What follows belongs to an exercise in optimizing a design on an open flow for small area, a short achievable clock period and few clock cycles; a production flow would make more cautious choices.
Where RTL was checked, it was by simulation tests only, not by an equivalence proof against the original.

==> 04-25 <==
## segment_convex_polygon_hit
module segment_convex_polygon_hit #(
	parameter int MAX_VERTICES = scph_pkg::MAX_VERTICES_DEF
) (
	input  logic                          clk,
	input  logic                          arst_n,
	input  logic                          req_valid,
	output logic                          req_stall,
	input  scph_pkg::req_t                req,
	output logic                          rsp_valid,
	input  logic                          rsp_stall,
	output scph_pkg::rsp_t                rsp,
	input  logic                          cfg_valid,
	output logic                          cfg_ready,
	input  logic [scph_pkg::CFG_BITS-1:0] cfg_data
);
Settings: LEC_CHECK=0, CAP_MARGIN=20, CORE_MARGIN=2, CORE_UTILIZATION=40, SLEW_MARGIN=20; clock period 7.5 ns.
run.sh (not shown) runs the stock make flow with config.mk's settings and CLKGATE_MAP_FILE= SYNTH_SCRIPT=/design/flow/synth_recipe.tcl, a recipe that flattens the netlist after the stock synthesis.
==> inputs of 05-14, as changes to 04-25 <==
Settings changed: ABC_CLOCK_PERIOD_IN_PS set to 4000, SETUP_SLACK_MARGIN set to 3.0.
==> summary.txt <==
Outcome = complete, no violations
Fmax = 222 MHz
Multi-input combinational cell area = 41400 um2
First-pass GRT wire length = 313000 um
Iteration-0 DRC Markers = 4458
Filler cells = 17100
Max Fanout on Critical Path = 8
R2R depth = 18
[end of results for 05-14]
==> summary.txt <==
Hold_sp = c1_edge$_DFF_PN0_
Sequential cell area share = 0.375
Filler cells = 17300
Max Fanout on Critical Path = 34
Iteration-0 DRC Markers = 4800
Vias in the first global route = 50700
First-pass GRT wire length = 312000 um
Multi-input combinational area share = 0.481
Cell family with most CP delay = compound AO/OA/AOI/OAI gates
Fmax = 180 MHz
R2R depth = 16
Outcome = complete, no violations
Multi-input combinational cell area = 40000 um2
Clock root buffer = clkbuf_16
[end of results for 04-25]
Testbench counts of 04-25, summed over its fixed seeds: cycles 37,007.
Testbench counts of 05-14, summed over its fixed seeds: cycles 37,007.

==> job 7143 <==
segment_convex_polygon_hit, a different RTL version from the one above (not shown whole).
clock: 7.5 ns
lec_check: 0
cap_margin: 20
core_margin: 2
core_utilization: 40
setup_slack_margin: 4.0
slew_margin: 20
tns_end_percent: 5
==> job 7748 (differences from job 7143) <==
--- a/flow/design.v
+++ b/flow/design.v
@@ -118,15 +118,14 @@
 		wr_data <= {req.coord_x, req.coord_y};
 		if (wr_v) begin
 			mem[wr_idx] <= wr_data;
 		end
 	end
 	logic          f_v, f_q, f_first, f_last, f_n3;
 	logic [3:0]    f_k, f_kl;
-	logic [15:0]   f_oh;           
 	logic signed [CB-1:0] ox_q, oy_q, dx_q, dy_q;
 	logic          nf_v, nf_q, nf_first, nf_last;
 	logic          q_new;
 	assign q_new = req.op == scph_pkg::OP_QUERY && n_used >= 5'd2;
 	always_comb begin
 		nf_v     = 1'b0;
 		nf_q     = 1'b0;
@@ -151,20 +150,15 @@
 			dy_q <= req.dir_y;
 		end
 	end
 	logic [2*CB-1:0]       f_vtx;
 	logic signed [CB-1:0]  f_vx, f_vy;
 	logic signed [WB-1:0]  f_x, f_y;
 	logic [26:0]           f_yd;
-	always_comb begin
-		f_vtx = '0;
-		for (int i = 0; i < 16; i++) begin
-			f_vtx = f_vtx | ({(2*CB){f_oh[i]}} & mem[i]);
-		end
-	end
+	assign f_vtx = mem[f_k];
 	assign f_vx  = f_vtx[2*CB-1:CB];
 	assign f_vy  = f_vtx[CB-1:0];
 	assign f_x   = WB'(f_vx) - WB'(ox_q);
 	assign f_y   = WB'(f_vy) - WB'(oy_q);
 	assign f_yd  = benc17(f_y);
 	logic                 m_v, m_q, m_first, m_last, m_n3, m_wrap;
 	logic                 r_v, r_q, r_n3;         
@@ -187,14 +181,16 @@
 		if (f_v && f_q && f_first) begin
 			h_x  <= f_x;
 			h_yd <= f_yd;
 			mdxd <= benc16(dx_q);
 			mdyd <= benc16(dy_q);
 		end
 	end
+	logic [SB-2:0] m_s0, m_s1, m_s2;
+	logic [UB-1:0] m_u0, m_u1, m_u2;
 	logic [17:0] sd_p0, sd_p1, sd_p2, sd_p3, sd_p4, sd_p5, sd_p6, sd_p7, sd_p8;
 	assign sd_p0 = brow(a_x, b_yd[0], b_yd[1], b_yd[2]);
 	assign sd_p1 = brow(a_x, b_yd[3], b_yd[4], b_yd[5]);
 	assign sd_p2 = brow(a_x, b_yd[6], b_yd[7], b_yd[8]);
 	assign sd_p3 = brow(a_x, b_yd[9], b_yd[10], b_yd[11]);
 	assign sd_p4 = brow(a_x, b_yd[12], b_yd[13], b_yd[14]);
 	assign sd_p5 = brow(a_x, b_yd[15], b_yd[16], b_yd[17]);
@@ -207,15 +203,15 @@
 	assign sd_n2 = brow(b_x, a_yd[6], a_yd[7], !a_yd[8]);
 	assign sd_n3 = brow(b_x, a_yd[9], a_yd[10], !a_yd[11]);
 	assign sd_n4 = brow(b_x, a_yd[12], a_yd[13], !a_yd[14]);
 	assign sd_n5 = brow(b_x, a_yd[15], a_yd[16], !a_yd[17]);
 	assign sd_n6 = brow(b_x, a_yd[18], a_yd[19], !a_yd[20]);
 	assign sd_n7 = brow(b_x, a_yd[21], a_yd[22], !a_yd[23]);
 	assign sd_n8 = brow(b_x, a_yd[24], a_yd[25], !a_yd[26]);
-	logic [34:0] sd_t_l1_0, sd_t_l1_1, sd_t_l1_2, sd_t_l1_3, sd_t_l1_4, sd_t_l1_5, sd_t_l1_6, sd_t_l1_7, sd_t_l1_8, sd_t_l1_9, sd_t_l1_10, sd_t_l1_11, sd_t_l2_0, sd_t_l2_1, sd_t_l2_2, sd_t_l2_3, sd_t_l2_4, sd_t_l2_5, sd_t_l2_6, sd_t_l2_7, sd_t_l3_0, sd_t_l3_1, sd_t_l3_2, sd_t_l3_3, sd_t_l3_4, sd_t_l3_5, sd_t_l4_0, sd_t_l4_1, sd_t_l4_2, sd_t_l4_3;
+	logic [34:0] sd_t_l1_0, sd_t_l1_1, sd_t_l1_2, sd_t_l1_3, sd_t_l1_4, sd_t_l1_5, sd_t_l1_6, sd_t_l1_7, sd_t_l1_8, sd_t_l1_9, sd_t_l1_10, sd_t_l1_11, sd_t_l2_0, sd_t_l2_1, sd_t_l2_2, sd_t_l2_3, sd_t_l2_4, sd_t_l2_5, sd_t_l2_6, sd_t_l2_7, sd_t_l3_0, sd_t_l3_1, sd_t_l3_2, sd_t_l3_3, sd_t_l3_4, sd_t_l3_5, sd_t_l4_0, sd_t_l4_1, sd_t_l4_2, sd_t_l4_3, sd_t_l5_0, sd_t_l5_1;
 	assign sd_t_l1_0 = (35'(sd_p0) << 0) ^ ((35'(sd_p1) << 2) | (35'(b_yd[2]) << 0)) ^ ((35'(sd_p2) << 4) | (35'(b_yd[5]) << 2));
 	assign sd_t_l1_1 = (((35'(sd_p0) << 0) & ((35'(sd_p1) << 2) | (35'(b_yd[2]) << 0))) | ((35'(sd_p0) << 0) & ((35'(sd_p2) << 4) | (35'(b_yd[5]) << 2))) | (((35'(sd_p1) << 2) | (35'(b_yd[2]) << 0)) & ((35'(sd_p2) << 4) | (35'(b_yd[5]) << 2)))) << 1;
 	assign sd_t_l1_2 = ((35'(sd_p3) << 6) | (35'(b_yd[8]) << 4)) ^ ((35'(sd_p4) << 8) | (35'(b_yd[11]) << 6)) ^ ((35'(sd_p5) << 10) | (35'(b_yd[14]) << 8));
 	assign sd_t_l1_3 = ((((35'(sd_p3) << 6) | (35'(b_yd[8]) << 4)) & ((35'(sd_p4) << 8) | (35'(b_yd[11]) << 6))) | (((35'(sd_p3) << 6) | (35'(b_yd[8]) << 4)) & ((35'(sd_p5) << 10) | (35'(b_yd[14]) << 8))) | (((35'(sd_p4) << 8) | (35'(b_yd[11]) << 6)) & ((35'(sd_p5) << 10) | (35'(b_yd[14]) << 8)))) << 1;
 	assign sd_t_l1_4 = ((35'(sd_p6) << 12) | (35'(b_yd[17]) << 10)) ^ ((35'(sd_p7) << 14) | (35'(b_yd[20]) << 12)) ^ ((35'(sd_p8) << 16) | (35'(b_yd[23]) << 14));
 	assign sd_t_l1_5 = ((((35'(sd_p6) << 12) | (35'(b_yd[17]) << 10)) & ((35'(sd_p7) << 14) | (35'(b_yd[20]) << 12))) | (((35'(sd_p6) << 12) | (35'(b_yd[17]) << 10)) & ((35'(sd_p8) << 16) | (35'(b_yd[23]) << 14))) | (((35'(sd_p7) << 14) | (35'(b_yd[20]) << 12)) & ((35'(sd_p8) << 16) | (35'(b_yd[23]) << 14)))) << 1;
 	assign sd_t_l1_6 = (35'(sd_n0) << 0) ^ ((35'(sd_n1) << 2) | (35'(!a_yd[2]) << 0)) ^ ((35'(sd_n2) << 4) | (35'(!a_yd[5]) << 2));
@@ -238,19 +234,19 @@
 	assign sd_t_l3_3 = ((sd_t_l2_3 & sd_t_l2_4) | (sd_t_l2_3 & sd_t_l2_5) | (sd_t_l2_4 & sd_t_l2_5)) << 1;
 	assign sd_t_l3_4 = sd_t_l2_6 ^ sd_t_l2_7 ^ (35'h2aaac0000 | (35'(b_yd[26] ^ !a_yd[26]) << 16) | (35'(b_yd[26] & !a_yd[26]) << 17));
 	assign sd_t_l3_5 = ((sd_t_l2_6 & sd_t_l2_7) | (sd_t_l2_6 & (35'h2aaac0000 | (35'(b_yd[26] ^ !a_yd[26]) << 16) | (35'(b_yd[26] & !a_yd[26]) << 17))) | (sd_t_l2_7 & (35'h2aaac0000 | (35'(b_yd[26] ^ !a_yd[26]) << 16) | (35'(b_yd[26] & !a_yd[26]) << 17)))) << 1;
 	assign sd_t_l4_0 = sd_t_l3_0 ^ sd_t_l3_1 ^ sd_t_l3_2;
 	assign sd_t_l4_1 = ((sd_t_l3_0 & sd_t_l3_1) | (sd_t_l3_0 & sd_t_l3_2) | (sd_t_l3_1 & sd_t_l3_2)) << 1;
 	assign sd_t_l4_2 = sd_t_l3_3 ^ sd_t_l3_4 ^ sd_t_l3_5;
 	assign sd_t_l4_3 = ((sd_t_l3_3 & sd_t_l3_4) | (sd_t_l3_3 & sd_t_l3_5) | (sd_t_l3_4 & sd_t_l3_5)) << 1;
-	logic [34:0] m_s0, m_s1, m_s2, m_s3;
-	assign m_s0 = sd_t_l4_0;
-	assign m_s1 = sd_t_l4_1;
-	assign m_s2 = sd_t_l4_2;
-	assign m_s3 = sd_t_l4_3;
+	assign sd_t_l5_0 = sd_t_l4_0 ^ sd_t_l4_1 ^ sd_t_l4_2;
+	assign sd_t_l5_1 = ((sd_t_l4_0 & sd_t_l4_1) | (sd_t_l4_0 & sd_t_l4_2) | (sd_t_l4_1 & sd_t_l4_2)) << 1;
+	assign m_s0 = sd_t_l5_0;
+	assign m_s1 = sd_t_l5_1;
+	assign m_s2 = sd_t_l4_3;
 	logic [17:0] ud_p0, ud_p1, ud_p2, ud_p3, ud_p4, ud_p5, ud_p6, ud_p7;
 	assign ud_p0 = brow(m_y, mdxd[0], mdxd[1], mdxd[2]);
 	assign ud_p1 = brow(m_y, mdxd[3], mdxd[4], mdxd[5]);
 	assign ud_p2 = brow(m_y, mdxd[6], mdxd[7], mdxd[8]);
 	assign ud_p3 = brow(m_y, mdxd[9], mdxd[10], mdxd[11]);
 	assign ud_p4 = brow(m_y, mdxd[12], mdxd[13], mdxd[14]);
 	assign ud_p5 = brow(m_y, mdxd[15], mdxd[16], mdxd[17]);
@@ -261,15 +257,15 @@
 	assign ud_n1 = brow(m_x, mdyd[3], mdyd[4], !mdyd[5]);
 	assign ud_n2 = brow(m_x, mdyd[6], mdyd[7], !mdyd[8]);
 	assign ud_n3 = brow(m_x, mdyd[9], mdyd[10], !mdyd[11]);
 	assign ud_n4 = brow(m_x, mdyd[12], mdyd[13], !mdyd[14]);
 	assign ud_n5 = brow(m_x, mdyd[15], mdyd[16], !mdyd[17]);
 	assign ud_n6 = brow(m_x, mdyd[18], mdyd[19], !mdyd[20]);
 	assign ud_n7 = brow(m_x, mdyd[21], mdyd[22], !mdyd[23]);
-	logic [32:0] ud_t_l1_0, ud_t_l1_1, ud_t_l1_2, ud_t_l1_3, ud_t_l1_4, ud_t_l1_5, ud_t_l1_6, ud_t_l1_7, ud_t_l1_8, ud_t_l1_9, ud_t_l2_0, ud_t_l2_1, ud_t_l2_2, ud_t_l2_3, ud_t_l2_4, ud_t_l2_5, ud_t_l2_6, ud_t_l2_7, ud_t_l3_0, ud_t_l3_1, ud_t_l3_2, ud_t_l3_3, ud_t_l4_0, ud_t_l4_1, ud_t_l4_2, ud_t_l4_3;
+	logic [32:0] ud_t_l1_0, ud_t_l1_1, ud_t_l1_2, ud_t_l1_3, ud_t_l1_4, ud_t_l1_5, ud_t_l1_6, ud_t_l1_7, ud_t_l1_8, ud_t_l1_9, ud_t_l2_0, ud_t_l2_1, ud_t_l2_2, ud_t_l2_3, ud_t_l2_4, ud_t_l2_5, ud_t_l2_6, ud_t_l2_7, ud_t_l3_0, ud_t_l3_1, ud_t_l3_2, ud_t_l3_3, ud_t_l4_0, ud_t_l4_1, ud_t_l4_2, ud_t_l4_3, ud_t_l5_0, ud_t_l5_1;
 	assign ud_t_l1_0 = (33'(ud_p0) << 0) ^ ((33'(ud_p1) << 2) | (33'(mdxd[2]) << 0)) ^ ((33'(ud_p2) << 4) | (33'(mdxd[5]) << 2));
 	assign ud_t_l1_1 = (((33'(ud_p0) << 0) & ((33'(ud_p1) << 2) | (33'(mdxd[2]) << 0))) | ((33'(ud_p0) << 0) & ((33'(ud_p2) << 4) | (33'(mdxd[5]) << 2))) | (((33'(ud_p1) << 2) | (33'(mdxd[2]) << 0)) & ((33'(ud_p2) << 4) | (33'(mdxd[5]) << 2)))) << 1;
 	assign ud_t_l1_2 = ((33'(ud_p3) << 6) | (33'(mdxd[8]) << 4)) ^ ((33'(ud_p4) << 8) | (33'(mdxd[11]) << 6)) ^ ((33'(ud_p5) << 10) | (33'(mdxd[14]) << 8));
 	assign ud_t_l1_3 = ((((33'(ud_p3) << 6) | (33'(mdxd[8]) << 4)) & ((33'(ud_p4) << 8) | (33'(mdxd[11]) << 6))) | (((33'(ud_p3) << 6) | (33'(mdxd[8]) << 4)) & ((33'(ud_p5) << 10) | (33'(mdxd[14]) << 8))) | (((33'(ud_p4) << 8) | (33'(mdxd[11]) << 6)) & ((33'(ud_p5) << 10) | (33'(mdxd[14]) << 8)))) << 1;
 	assign ud_t_l1_4 = ((33'(ud_p6) << 12) | (33'(mdxd[17]) << 10)) ^ ((33'(ud_p7) << 14) | (33'(mdxd[20]) << 12)) ^ (33'(ud_n0) << 0);
 	assign ud_t_l1_5 = ((((33'(ud_p6) << 12) | (33'(mdxd[17]) << 10)) & ((33'(ud_p7) << 14) | (33'(mdxd[20]) << 12))) | (((33'(ud_p6) << 12) | (33'(mdxd[17]) << 10)) & (33'(ud_n0) << 0)) | (((33'(ud_p7) << 14) | (33'(mdxd[20]) << 12)) & (33'(ud_n0) << 0))) << 1;
 	assign ud_t_l1_6 = ((33'(ud_n1) << 2) | (33'(!mdyd[2]) << 0)) ^ ((33'(ud_n2) << 4) | (33'(!mdyd[5]) << 2)) ^ ((33'(ud_n3) << 6) | (33'(!mdyd[8]) << 4));
@@ -288,52 +284,38 @@
 	assign ud_t_l3_1 = ((ud_t_l2_0 & ud_t_l2_1) | (ud_t_l2_0 & ud_t_l2_2) | (ud_t_l2_1 & ud_t_l2_2)) << 1;
 	assign ud_t_l3_2 = ud_t_l2_3 ^ ud_t_l2_4 ^ ud_t_l2_5;
 	assign ud_t_l3_3 = ((ud_t_l2_3 & ud_t_l2_4) | (ud_t_l2_3 & ud_t_l2_5) | (ud_t_l2_4 & ud_t_l2_5)) << 1;
 	assign ud_t_l4_0 = ud_t_l3_0 ^ ud_t_l3_1 ^ ud_t_l3_2;
 	assign ud_t_l4_1 = ((ud_t_l3_0 & ud_t_l3_1) | (ud_t_l3_0 & ud_t_l3_2) | (ud_t_l3_1 & ud_t_l3_2)) << 1;
 	assign ud_t_l4_2 = ud_t_l3_3 ^ ud_t_l2_6 ^ ud_t_l2_7;
 	assign ud_t_l4_3 = ((ud_t_l3_3 & ud_t_l2_6) | (ud_t_l3_3 & ud_t_l2_7) | (ud_t_l2_6 & ud_t_l2_7)) << 1;
-	logic [32:0] m_u0, m_u1, m_u2, m_u3;
-	assign m_u0 = ud_t_l4_0;
-	assign m_u1 = ud_t_l4_1;
-	assign m_u2 = ud_t_l4_2;
-	assign m_u3 = ud_t_l4_3;
+	assign ud_t_l5_0 = ud_t_l4_0 ^ ud_t_l4_1 ^ ud_t_l4_2;
+	assign ud_t_l5_1 = ((ud_t_l4_0 & ud_t_l4_1) | (ud_t_l4_0 & ud_t_l4_2) | (ud_t_l4_1 & ud_t_l4_2)) << 1;
+	assign m_u0 = ud_t_l5_0;
+	assign m_u1 = ud_t_l5_1;
+	assign m_u2 = ud_t_l4_3;
 	logic                 c1_q, c1_first, c1_edge, c1_wrap, c1_rv, c1_rq, c1_n3;
-	logic [34:0] c1_s0, c1_s1, c1_s2, c1_s3, c1_sx, c1_sc;
-	logic signed [34:0] c1_s;
+	logic [SB-2:0]        c1_s0, c1_s1, c1_s2, c1_sx, c1_sc;
+	logic [UB-1:0]        c1_u0, c1_u1, c1_u2, c1_ux, c1_uc;
+	logic signed [SB-2:0] c1_s;
+	logic signed [UB-1:0] c1_u;
 	always_ff @(posedge clk) begin
 		c1_s0 <= m_s0;
 		c1_s1 <= m_s1;
 		c1_s2 <= m_s2;
-		c1_s3 <= m_s3;
-	end
-	logic [34:0] c1_st_l1_0, c1_st_l1_1, c1_st_l2_0, c1_st_l2_1;
-	assign c1_st_l1_0 = c1_s0 ^ c1_s1 ^ c1_s2;
-	assign c1_st_l1_1 = ((c1_s0 & c1_s1) | (c1_s0 & c1_s2) | (c1_s1 & c1_s2)) << 1;
-	assign c1_st_l2_0 = c1_st_l1_0 ^ c1_st_l1_1 ^ c1_s3;
-	assign c1_st_l2_1 = ((c1_st_l1_0 & c1_st_l1_1) | (c1_st_l1_0 & c1_s3) | (c1_st_l1_1 & c1_s3)) << 1;
-	assign c1_sx = c1_st_l2_0;
-	assign c1_sc = c1_st_l2_1;
-	assign c1_s = c1_sx + c1_sc;
-	logic [32:0] c1_u0, c1_u1, c1_u2, c1_u3, c1_ux, c1_uc;
-	logic signed [32:0] c1_u;
-	always_ff @(posedge clk) begin
 		c1_u0 <= m_u0;
 		c1_u1 <= m_u1;
 		c1_u2 <= m_u2;
-		c1_u3 <= m_u3;
 	end
-	logic [32:0] c1_ut_l1_0, c1_ut_l1_1, c1_ut_l2_0, c1_ut_l2_1;
-	assign c1_ut_l1_0 = c1_u0 ^ c1_u1 ^ c1_u2;
-	assign c1_ut_l1_1 = ((c1_u0 & c1_u1) | (c1_u0 & c1_u2) | (c1_u1 & c1_u2)) << 1;
-	assign c1_ut_l2_0 = c1_ut_l1_0 ^ c1_ut_l1_1 ^ c1_u3;
-	assign c1_ut_l2_1 = ((c1_ut_l1_0 & c1_ut_l1_1) | (c1_ut_l1_0 & c1_u3) | (c1_ut_l1_1 & c1_u3)) << 1;
-	assign c1_ux = c1_ut_l2_0;
-	assign c1_uc = c1_ut_l2_1;
-	assign c1_u = c1_ux + c1_uc;
+	assign c1_sx = c1_s0 ^ c1_s1 ^ c1_s2;
+	assign c1_sc = ((c1_s0 & c1_s1) | (c1_s0 & c1_s2) | (c1_s1 & c1_s2)) << 1;
+	assign c1_ux = c1_u0 ^ c1_u1 ^ c1_u2;
+	assign c1_uc = ((c1_u0 & c1_u1) | (c1_u0 & c1_u2) | (c1_u1 & c1_u2)) << 1;
+	assign c1_s  = c1_sx + c1_sc;
+	assign c1_u  = c1_ux + c1_uc;
 	logic                 c2_q, c2_first, c2_edge, c2_wrap, c2_rv, c2_rq, c2_n3;
 	logic signed [SB-2:0] c2_s;
 	logic signed [UB-1:0] c2_u, c2_up, c2_uh;
 	logic                 c2_sneg, c2_szero, c2_uneg, c2_uzero;
 	logic                 c2_upneg, c2_upzero, c2_uhneg, c2_uhzero;
 	logic                 out_o_q, out_e_q, hit_q;
 	always_ff @(posedge clk) begin
@@ -437,15 +419,14 @@
 			wr_v       <= 1'b0;
 			f_v        <= 1'b0;
 			f_q        <= 1'b0;
 			f_first    <= 1'b0;
 			f_last     <= 1'b0;
 			f_n3       <= 1'b0;
 			f_k        <= '0;
-			f_oh       <= 16'd1;
 			f_kl       <= '0;
 			m_v        <= 1'b0;
 			m_q        <= 1'b0;
 			m_first    <= 1'b0;
 			m_last     <= 1'b0;
 			m_n3       <= 1'b0;
 			m_wrap     <= 1'b0;
@@ -483,19 +464,17 @@
 			end
 			wr_v <= acc && req.op == scph_pkg::OP_WRITE;
 			f_v     <= nf_v;
 			f_q     <= nf_q;
 			f_first <= nf_first;
 			f_last  <= nf_last;
 			if (f_v && f_q && !f_last) begin
-				f_k  <= f_k + 4'd1;
-				f_oh <= {f_oh[14:0], 1'b0};
+				f_k <= f_k + 4'd1;
 			end else begin
 				f_k  <= '0;
-				f_oh <= 16'd1;
 				f_kl <= 4'(n_used - 5'd1);
 				f_n3 <= n_used >= 5'd3;
 			end
 			m_v     <= f_v && f_last;
 			m_q     <= f_v && f_q;
 			m_first <= f_first;
 			m_last  <= f_last;
- SETUP_SLACK_MARGIN: 4.0 -> 3.7
==> run summary <==
Final cell count: job 7748 is lower than job 7143 (about 0.4%).
Between job 7143 and job 7748, the lower worst hold slack is in job 7748 (gap 0.015 ns).
In job 7143 the first-iteration DRC count is lower than in job 7748, by about 1.7%.
Testbench counts of job 7143, summed over its fixed seeds: cycles 37,015.
No functional check of the RTL was part of job 7748.

## static timing again, ports no longer ideal
The flow's constraints put no driver on any port. The routed layouts listed below were extracted and timed again, unchanged, in two steps. Step 1 (the two cells are an assumption about what drives the block):
set clk [get_ports {clk}]
set_driving_cell -lib_cell sky130_fd_sc_hd__clkbuf_16 $clk
set_driving_cell -lib_cell sky130_fd_sc_hd__buf_2 [delete_from_list [all_inputs] $clk]
Step 2 moves the port delays by t, midway between the first and last clock arrival at a register: inputs arrive t later, outputs are due t later. That takes back most of the time a late clock gives input paths. a / b / c = ideal ports / drivers / drivers and shift; a / b = the first two.
run	shift t [ns]	slack for setup (ns)	clock arrival spread, ns	slew at the worst register clock pin (ns)	worst slew at a driven data input, ns
04-25	0.887	1.930 / 1.930 / 1.930	0.088 / 0.088	0.08 / 0.08	0.15
05-14	0.877	3.004 / 3.004 / 2.896	0.064 / 0.064	0.08 / 0.08	0.13
job 7143	0.872	3.657 / 3.657 / 3.314	0.051 / 0.052	0.07 / 0.07	0.10
job 7748	0.864	3.319 / 3.319 / 3.319	0.033 / 0.032	0.07 / 0.07	0.06
After both steps setup and hold are still met in every run listed. The setup slack of job 7143, which loses most, moves by 0.000 ns with the drivers and by -0.343 ns with both steps.
